This is an optimization exercise on Yosys and OpenROAD, whose aim is small area, not a production implementation. Function was checked by simulation only, so behaviour that the tests miss may differ from the original. Power and IR drop assume default switching activity.

[design.v]
module xgmii_crossbar_n #(
  parameter int NUM_PORTS = 4,
  parameter int CNT_W     = 16,
  localparam int IDX_W    = (NUM_PORTS > 2) ? $clog2(NUM_PORTS) : 1
) (
  input  logic                         clk,
  input  logic                         reset,
  input  logic [8*NUM_PORTS-1:0]       eth_in_xgmii_ctrl,
  input  logic [64*NUM_PORTS-1:0]      eth_in_xgmii_data,
  input  logic [IDX_W*NUM_PORTS-1:0]   route_map,
  output logic [8*NUM_PORTS-1:0]       eth_out_xgmii_ctrl,
  output logic [64*NUM_PORTS-1:0]      eth_out_xgmii_data,
  output logic [CNT_W*NUM_PORTS-1:0]   drop_cnt,
  output logic [CNT_W*NUM_PORTS-1:0]   err_cnt,
  output logic [NUM_PORTS-1:0]         fwd_state
);
  logic [NUM_PORTS-1:0] sof, eof;
  for (genvar i = 0; i < NUM_PORTS; i++) begin : g_delim
    logic [7:0] fd;
    for (genvar k = 0; k < 8; k++) begin : g_lane
      assign fd[k] = eth_in_xgmii_ctrl[8*i+k] && (eth_in_xgmii_data[64*i+8*k +: 8] == 8'hFD);
    end
    assign sof[i] = eth_in_xgmii_ctrl[8*i] && (eth_in_xgmii_data[64*i +: 8] == 8'hFB);
    assign eof[i] = |fd;
  end
  logic [8*NUM_PORTS-1:0]  ictrl_q;
  logic [64*NUM_PORTS-1:0] idata_q;
  always_ff @(posedge clk) begin
    ictrl_q <= eth_in_xgmii_ctrl;
    idata_q <= eth_in_xgmii_data;
  end
  logic [2*NUM_PORTS-1:0]     mode_q;
  logic [IDX_W*NUM_PORTS-1:0] last_q;
  logic [NUM_PORTS-1:0]       fwd;
  logic [NUM_PORTS-1:0]       drop_q;
  logic [NUM_PORTS-1:0] busy, fresh, granted, lost;
  for (genvar e = 0; e < NUM_PORTS; e++) begin : g_fwd
    assign fwd[e] = mode_q[2*e+1] & mode_q[2*e];
  end
  logic [NUM_PORTS-1:0] loh [NUM_PORTS];    
  logic [NUM_PORTS-1:0] roh [NUM_PORTS];    
  for (genvar e = 0; e < NUM_PORTS; e++) begin : g_loh
    for (genvar i = 0; i < NUM_PORTS; i++) begin : g_i
      assign loh[e][i] = (last_q[IDX_W*e +: IDX_W] == IDX_W'(i));
      assign roh[e][i] = (route_map[IDX_W*e +: IDX_W] == IDX_W'(i));
    end
  end
  for (genvar i = 0; i < NUM_PORTS; i++) begin : g_busy
    logic [NUM_PORTS-1:0] hit;
    for (genvar e = 0; e < NUM_PORTS; e++) begin : g_e
      assign hit[e] = fwd[e] & loh[e][i];
    end
    assign busy[i] = |hit;
  end
  assign fresh = sof & ~drop_q;
  logic [NUM_PORTS*NUM_PORTS-1:0] gnt;   
  for (genvar e = 0; e < NUM_PORTS; e++) begin : g_egress
    logic [NUM_PORTS-1:0] req, g, lo;
    logic [IDX_W-1:0]     lq, w;
    logic                 found, abort, sof_l, eof_l, eof_w;
    logic [1:0]           mode_d;
    logic [IDX_W-1:0]     last_d;
    logic [CNT_W-1:0]     dcnt_q, ecnt_q;
    logic [NUM_PORTS-1:0] sel;
    logic                 f_idle, f_err, f_any;
    assign lq = last_q[IDX_W*e +: IDX_W];
    assign lo = loh[e];
    for (genvar i = 0; i < NUM_PORTS; i++) begin : g_req
      assign req[i] = fresh[i] & ~busy[i] & roh[i][e];
    end
    always_comb begin
      for (int i = 0; i < NUM_PORTS; i++) begin
        g[i] = req[i];
        for (int l = 0; l < NUM_PORTS; l++) begin
          for (int j = 0; j < NUM_PORTS; j++) begin
            if (j != i && ((j - l - 1 + 2*NUM_PORTS) % NUM_PORTS) < ((i - l - 1 + 2*NUM_PORTS) % NUM_PORTS))
              if (lo[l] && req[j]) g[i] = 1'b0;
          end
        end
      end
    end
    assign found = |req;
    assign w     = {g[3] | g[2], g[3] | g[1]};
    assign sof_l = |(lo & sof);
    assign eof_l = |(lo & eof);
    assign eof_w = |(g & eof);
    assign abort = fwd[e] & sof_l;
    for (genvar i = 0; i < NUM_PORTS; i++) begin : g_gnt
      assign gnt[NUM_PORTS*e+i] = g[i] & ~fwd[e];
    end
    always_comb begin
      last_d = lq;
      mode_d = 2'b00;
      if (fwd[e]) begin
        if (sof_l) mode_d = 2'b01;
        else       mode_d = {1'b1, !eof_l};
      end else if (found) begin
        last_d = w;
        mode_d = {1'b1, !eof_w};
      end
    end
    logic [CNT_W-1:0] dcnt_d, ecnt_d;
    logic [NUM_PORTS-1:0] mine;
    for (genvar i = 0; i < NUM_PORTS; i++) begin : g_mine
      assign mine[i] = lost[i] & roh[i][e];
    end
    xgmii_xbar_ecnt #(.W(CNT_W)) u_ecnt (.q(ecnt_q), .inc(abort), .d(ecnt_d));
    xgmii_xbar_dcnt #(.W(CNT_W)) u_dcnt (.q(dcnt_q), .inc(mine), .d(dcnt_d));
    always_ff @(posedge clk or negedge reset) begin
      if (!reset) begin
        mode_q[2*e +: 2]          <= 2'b00;
        last_q[IDX_W*e +: IDX_W]  <= IDX_W'(NUM_PORTS - 1);
        dcnt_q <= '0;
        ecnt_q <= '0;
      end else begin
        mode_q[2*e +: 2]          <= mode_d;
        last_q[IDX_W*e +: IDX_W]  <= last_d;
        dcnt_q <= dcnt_d;
        ecnt_q <= ecnt_d;
      end
    end
    for (genvar i = 0; i < NUM_PORTS; i++) begin : g_sel
      assign sel[i] = mode_q[2*e+1] & lo[i];
    end
    assign f_any  = !mode_q[2*e+1];
    assign f_err  = f_any && mode_q[2*e];
    assign f_idle = f_any && !mode_q[2*e];
    logic [7:0]  oc;
    logic [63:0] od;
    xgmii_xbar_omux u_omux (
      .sel(sel), .f_idle(f_idle), .f_err(f_err), .f_any(f_any),
      .ictrl(ictrl_q), .idata(idata_q), .octrl(oc), .odata(od)
    );
    assign eth_out_xgmii_ctrl[8*e +: 8]   = oc;
    assign eth_out_xgmii_data[64*e +: 64] = od;
    assign drop_cnt[CNT_W*e +: CNT_W]     = dcnt_q;
    assign err_cnt[CNT_W*e +: CNT_W]      = ecnt_q;
    assign fwd_state[e] = fwd[e];
  end
  for (genvar i = 0; i < NUM_PORTS; i++) begin : g_grant
    logic [NUM_PORTS-1:0] hit;
    for (genvar e = 0; e < NUM_PORTS; e++) begin : g_e
      assign hit[e] = gnt[NUM_PORTS*e+i];
    end
    assign granted[i] = |hit;
  end
  assign lost = fresh & ~granted;
  always_ff @(posedge clk or negedge reset) begin
    if (!reset) drop_q <= '0;
    else        drop_q <= (drop_q | lost) & ~eof;
  end
endmodule
module xgmii_xbar_omux (
  input  logic [3:0]   sel,
  input  logic         f_idle,
  input  logic         f_err,
  input  logic         f_any,
  input  logic [31:0]  ictrl,
  input  logic [255:0] idata,
  output logic [7:0]   octrl,
  output logic [63:0]  odata
);
  always_comb begin
    octrl = {8{f_any}};
    for (int k = 0; k < 8; k++) begin
      odata[8*k]        = f_idle;
      odata[8*k+1]      = f_any;
      odata[8*k+2]      = f_any;
      odata[8*k+3 +: 5] = {5{f_err}};
    end
    for (int i = 0; i < 4; i++) begin
      octrl = octrl | ({8{sel[i]}} & ictrl[8*i +: 8]);
      odata = odata | ({64{sel[i]}} & idata[64*i +: 64]);
    end
  end
endmodule
module xgmii_xbar_ecnt #(parameter int W = 16) (
  input  logic [W-1:0] q,
  input  logic         inc,
  output logic [W-1:0] d
);
  logic [W:0] t;
  assign t[0] = inc & ~&q;
  for (genvar b = 0; b < W; b++) begin : g_b
    assign d[b]   = q[b] ^ t[b];
    assign t[b+1] = t[b] & q[b];
  end
endmodule
module xgmii_xbar_dcnt #(parameter int W = 16) (
  input  logic [W-1:0] q,
  input  logic [3:0]   inc,
  output logic [W-1:0] d
);
  logic [2:0]   n;
  logic [3:0]   lo;
  logic         full, sat;
  logic [W-3:0] t;
  assign n    = 3'(inc[0]) + 3'(inc[1]) + 3'(inc[2]) + 3'(inc[3]);
  assign lo   = {1'b0, q[2:0]} + {1'b0, n};
  assign full = &q[W-1:3];
  assign sat  = lo[3] & full;
  assign t[0] = lo[3] & ~full;
  for (genvar b = 3; b < W; b++) begin : g_b
    assign d[b]   = q[b] ^ t[b-3];
    assign t[b-2] = t[b-3] & q[b];
  end
  assign d[2:0] = lo[2:0] | {3{sat}};
endmodule
[flow/run.sh]
#!/bin/bash
# The standard layout (standard.sh) with these changes:
#  - synthesis keeps the combinational submodules apart while ABC maps them
#    (SYNTH_HIERARCHICAL=1; flow/synth.tcl flattens afterwards, as the standard flow's
#    script does) and maps with an area-oriented ABC script
#  - port buffers are plain buf_1 cells
#  - clock tree: larger sink clusters, no dummy loads
set -euo pipefail
export MY_ABC_SCRIPT=$PWD/flow/abc_area.script
bash standard.sh "SYNTH_SCRIPT=$PWD/flow/synth.tcl" SYNTH_HIERARCHICAL=1 \
  "BUFFER_PORTS_ARGS=-buffer_cell sky130_fd_sc_hd__buf_1" \
  "CTS_ARGS=-sink_clustering_enable -repair_clock_nets -dont_use_dummy_load -sink_clustering_size 20 -sink_clustering_max_diameter 150" \
  finish > flow_make.log 2>&1
[flow/abc_area.script]
&get -n
&st
&dc2
&dch -f
&nf -p
&put
[flow/synth.tcl]
# The standard flow's synthesis script, with ABC run on an area-oriented script
# (flow/abc_area.script) instead of ORFS's speed script. Registers are
# untouched: ABC only maps the combinational logic.
proc synth {args} { yosys synth -nofsm -noshare {*}$args }
proc abc {args} {
  set i [lsearch $args -script]
  if {$i >= 0} { lset args [expr {$i+1}] $::env(MY_ABC_SCRIPT) }
  yosys abc {*}$args
}
source $::env(SCRIPTS_DIR)/synth.tcl
# left out here: clear keep_hierarchy, flatten, clean up, hide names made inside functions, write 1_2_yosys.v
[standard.sh]
#!/bin/bash
# synth_recipe.tcl (not shown) runs the flow's synth.tcl, then flattens the netlist and writes it again
# the make line also repeats each setting of config.mk as NAME=value (left out here)
make -C /OpenROAD-flow-scripts/flow DESIGN_CONFIG=/design/flow/config.mk WORK_HOME=/design/flow/orfs CLKGATE_MAP_FILE= SYNTH_SCRIPT=/design/flow/synth_recipe.tcl "${@:-finish}"
[config.mk]
export PLATFORM = sky130hd
export DESIGN_NAME = xgmii_crossbar_n
export DESIGN_NICKNAME = xgmii_crossbar_n
export VERILOG_FILES = /design/flow/design.v
export SDC_FILE = /design/flow/constraint.sdc
export NUM_CORES = 4
export LEC_CHECK = 0
export CAP_MARGIN = 20
export CORE_MARGIN = 2
export CORE_UTILIZATION = 35
export PLACE_DENSITY = 0.6
export SLEW_MARGIN = 20
[constraint.sdc]
create_clock -name core_clock -period 8.0 [get_ports {clk}]
set_input_delay 1.6000 -clock core_clock [delete_from_list [all_inputs] [get_ports {clk}]]
set_output_delay 1.6000 -clock core_clock [all_outputs]
set_load 0.01 [all_outputs]
==> results.txt <==
## through the flow
stage | hold slack (ps) | utilization (%)
after floorplan | 480 | -
after global placement | 483 | 43.0
after detailed placement | 489 | 43.2
after CTS | 505 | 44.3
after global routing | 521 | 44.3
final | 507 | 44.3
## logic make-up (layout without fill, tap and decap cells)
family | after synthesis | count (layout) | share of synthesized area, %
AO/OA/AOI/OAI | 676 | 676 | 25.5
adder cells (fa/ha/maj) | 124 | 124 | 8.37
XOR/XNOR | 12 | 12 | 0.536
flip-flops | 436 | 436 | 48.3
AND/OR/NAND/NOR | 656 | 656 | 16.5
other | 0 | 6 | 0
buffers and inverters | 35 | 828 | 0.670
## routing by layer
layer  GRT usage (%)  routed length (µm)  vias to the layer above  part of all wire, %
li1                -                   -                     9571                    -
met4            22.8                8420                       26                  7.4
met1            45.3               40100                    10997                   35
met2            56.1               49200                     1958                   43
met5               0                 184                        -                 0.16
met3            14.2               16400                      484                   14
## state kept, by name (all words and copies together), names as in the netlist
| signal | count |
|---|---|
| idata_q | 256 |
| g_egress.dcnt_q | 64 |
| g_egress.ecnt_q | 64 |
| ictrl_q | 32 |
| last_q | 8 |
| mode_q | 8 |
| drop_q | 4 |
## final cells by class
type,count,area (µm²)
antenna,6,15.0
sequential,436,9480
tap,748,936
inverter,35,131
fill,5519,30700
clock buffer,25,626
multi-input combinational,1468,10200
timing repair buffer,768,3120
## per-module statistics from Yosys (local to each module, per instance), excerpt
| module | cells inside | flip-flops and latches | area, µm² |
|---|---|---|---|
| xgmii_xbar_omux | 216 | 0 | 1350 |
| xgmii_crossbar_n | 855 | 436 | 12000 |
## worst max path at each step
stage                           from                      to  cells after the start
6_report        eth_in_xgmii_ctrl[8]  g_egress[0].dcnt_q[15]                     30
5_1_grt        eth_in_xgmii_data[66]  g_egress[0].dcnt_q[15]                     30
4_1_cts         eth_in_xgmii_ctrl[8]  g_egress[0].dcnt_q[15]                     30
3_5_place_dp    eth_in_xgmii_ctrl[8]  g_egress[0].dcnt_q[15]                     30
3_3_place_gp   eth_in_xgmii_data[66]  g_egress[0].dcnt_q[15]                     30
2_1_floorplan  eth_in_xgmii_data[66]  g_egress[0].dcnt_q[15]                     26
## power by group through the flow
stage	Sequential (mW)	Combinational [mW]	Clock, mW
floorplan	2.38	0.0434	0
global placement	2.41	0.184	0
detailed placement	2.41	0.184	0
CTS	2.37	0.187	1.34
global route	2.38	0.202	1.40
finish	2.37	0.193	1.32
## cell usage after synthesis, types with 4 or more instances
library cell,instances
nand3_1,41
o22ai_1,4
a21oi_1,309
nand4b_1,13
or3_1,10
and4b_1,5
and3_1,10
a211oi_1,7
nor2_1,56
nand2_1,322
dfxtp_1,288
nor2b_1,19
xor2_1,8
nand4_1,74
and2_0,4
a221oi_1,5
nor4_1,17
dfrtp_1,140
o21bai_1,5
a31oi_1,7
nor3b_1,5
nor4b_1,26
ha_1,112
o21ai_0,19
a222oi_1,290
nand2b_1,10
or4_1,11
dfstp_2,8
xnor2_1,4
fa_1,12
clkinv_1,35
nor4bb_1,4
a41oi_1,5
nor3_1,22
## layout by cell type, fill, tap and decap left out, types with 6 or more instances in the layout
| cell | netlist | layout |
|---|---|---|
| buf_1 | 0 | 716 |
| nand2_1 | 322 | 322 |
| a21oi_1 | 309 | 309 |
| a222oi_1 | 290 | 290 |
| dfxtp_1 | 288 | 288 |
| dfrtp_1 | 140 | 140 |
| ha_1 | 112 | 112 |
| nand4_1 | 74 | 74 |
| buf_4 | 0 | 49 |
| nand3_1 | 41 | 41 |
| nor2_1 | 56 | 39 |
| clkinv_1 | 35 | 31 |
| clkbuf_16 | 0 | 25 |
| nor4b_1 | 26 | 24 |
| nor3_1 | 22 | 20 |
| o21ai_0 | 19 | 19 |
| nor4_1 | 17 | 16 |
| nor2b_1 | 19 | 15 |
| nand4b_1 | 13 | 13 |
| nor2_4 | 0 | 13 |
| fa_1 | 12 | 12 |
| or4_1 | 11 | 11 |
| and3_1 | 10 | 10 |
| nand2b_1 | 10 | 10 |
| or3_1 | 10 | 10 |
| xor2_1 | 8 | 8 |
| dfstp_2 | 8 | 8 |
| a31oi_1 | 7 | 7 |
| a211oi_1 | 7 | 7 |
| diode_2 | 0 | 6 |
==> metrics.yaml <==
critical_path:
  cp.required_ps: 8470
  rr_startpoint: "last_q[5]"
  r2r_end: "g_egress[0].dcnt_q[15]"
  crit_path_frequent_cell: "ha_1"
  cp_top_family: "adder cells"
  cp_num_buf_inv: 5
  crit_path_max_incr_delay_ps: 490
  cp.arrival_ps: 7610
  worstSetupEndpointType: "flip-flop"
  crit_fanout: 8
  cp-start-kind: "input port"
  cp_slowest_cell: "or4b_1"
  worst-r2r-cell-count: 26
  rrSetupSlack_ps: 1160
  worstSetupPathType: "in2reg"
routing:
  viasPerCell: 6.61
  routedWlPerCell_um: 32.8
  vias: 23036
  routed_wl_um: 114000
  drtAntennaViolNets: 0
  drc: 0
  drtIter0Drc: 4721
  firstDrtPassIters: 15
die:
  rows: 86
  core_area_um2: 55200
  die_area_um2: 57900
  io_pins: 718
  die_w_um: 241
  initial_core_util_pct: 35.5
  die_y_um: 241
clocking:
  cts_buffers: 25
  cts_root_buffer: "clkbuf_16"
  cts_tree: "yes"
  clk_path_buf_depth: 3
  post-cts-setup-buffer-count: 0
  path_clk_slew_ps: 90
  post_cts_resized: 0
  cts.hold.buffers_added: 0
  htree_levels: 1
  cts_sinks: 436
  insertion_delay_ps: 600
timing:
  hold_violations: 0
  finalCritPeriodShare_pct: 89.2
  tns_ps: 0
  grt_setup_unrepaired: "no"
  finalMaxSlewViolations: 0
  slew_headroom_pct: 16.3
  worst_pin_slew_ps: 1260
  clock_skew_ps: 40.3
  final-setup-viol-count: 0
  period_minus_slack_ps: 7130
  layout_setup_ws_ps: 866
  max_freq_ghz: 0.140
power_and_ir_drop:
  intPower_mw: 2.88
  sw_frac_of_total_pct: 25.8
  p_comb_share_pct: 5.0
  p_per_area_nw_per_um2: 159
  p_clk_share_pct: 34.1
  leakagePower_nw: 10.2
  ir_drop_uv: 216
  p_total_mw: 3.89
  p_switching_mw: 1.00
  p_seq_share_pct: 61.0
min_path:
  worstHoldPathType: "reg2reg"
  hold_depth: 1
  min_from: "g_egress[1].dcnt_q[15]"
  min_delay_worst_endpoint: "g_egress[1].dcnt_q[15]"
synth:
  ys_seq_area_share_pct: 48.3
  yosysUniqueCellTypes: 53
  async_flop_share_pct: 33.9
  yosysWarnings: 10
  syn_area_um2: 19600
  syn_area_per_cell_um2: 10.1
  netlist_instances: 1939
  synth_edf_count: 0
  synth_area_leader_cell: "dfxtp_1"
  synth.top_cell.area_share_pct: 29.4
  synth_top_cells_by_area: "dfxtp_1 (29%), dfrtp_1 (18%), a222oi_1 (15%), a21oi_1 (7.9%), ha_1 (7.1%)"
  syn_nets: 2361
  ys_seq_elements: 436
  ys.flop_type: "dfxtp_1"
grt:
  grt.overflow.total: 0
  grt_pass1_vias: 22038
  grt_usage_pct: 37.4
  antenna_found_initial: 19
  grt_max_degree: 73
  grt_pass1_wl_um: 158000
job:
  max-cap-violations: 0
run_status:
  status: "timing/DRC/antenna clean"
place:
  placed_cells: 3455
  dp_slack_ps: 310
  place_congestion: 0.996
  io_buffers: 717
  dpl.hpwl_um: 79000
  place_area_um2: 23800
final_layout:
  final_area_um2: 24500
  nNetsFinal: 3156
  area_delta_synth_final_pct: 24.8
  drive_above_1_share_pct: 4.25
  layout.cells.non_filler: 3486

[separate check: timing with driven ports]
How much do the figures lean on ideal ports? The routed layout below was timed once more, with nothing changed but the port constraints.
Step 1, drivers: a clkbuf_16 drives clk and a buf_2 each remaining input, both assumed.
Step 2, shift: input delay + t, output delay - t, t = (earliest + latest rising clock arrival at the registers) / 2. This alone moves slack from input paths to output paths.
a / b / c = ideal / step 1 / step 2; a / b = the first two.
t (ns): 0.643
setup WS [ns]: 0.866 / 0.903 / 0.260
worst setup path after step 2: input to register
cell pins on the clock port's net: 1
After both steps this run still meets setup and hold. The setup slack of this run moves by +0.037 ns with the drivers and by -0.606 ns with both steps.
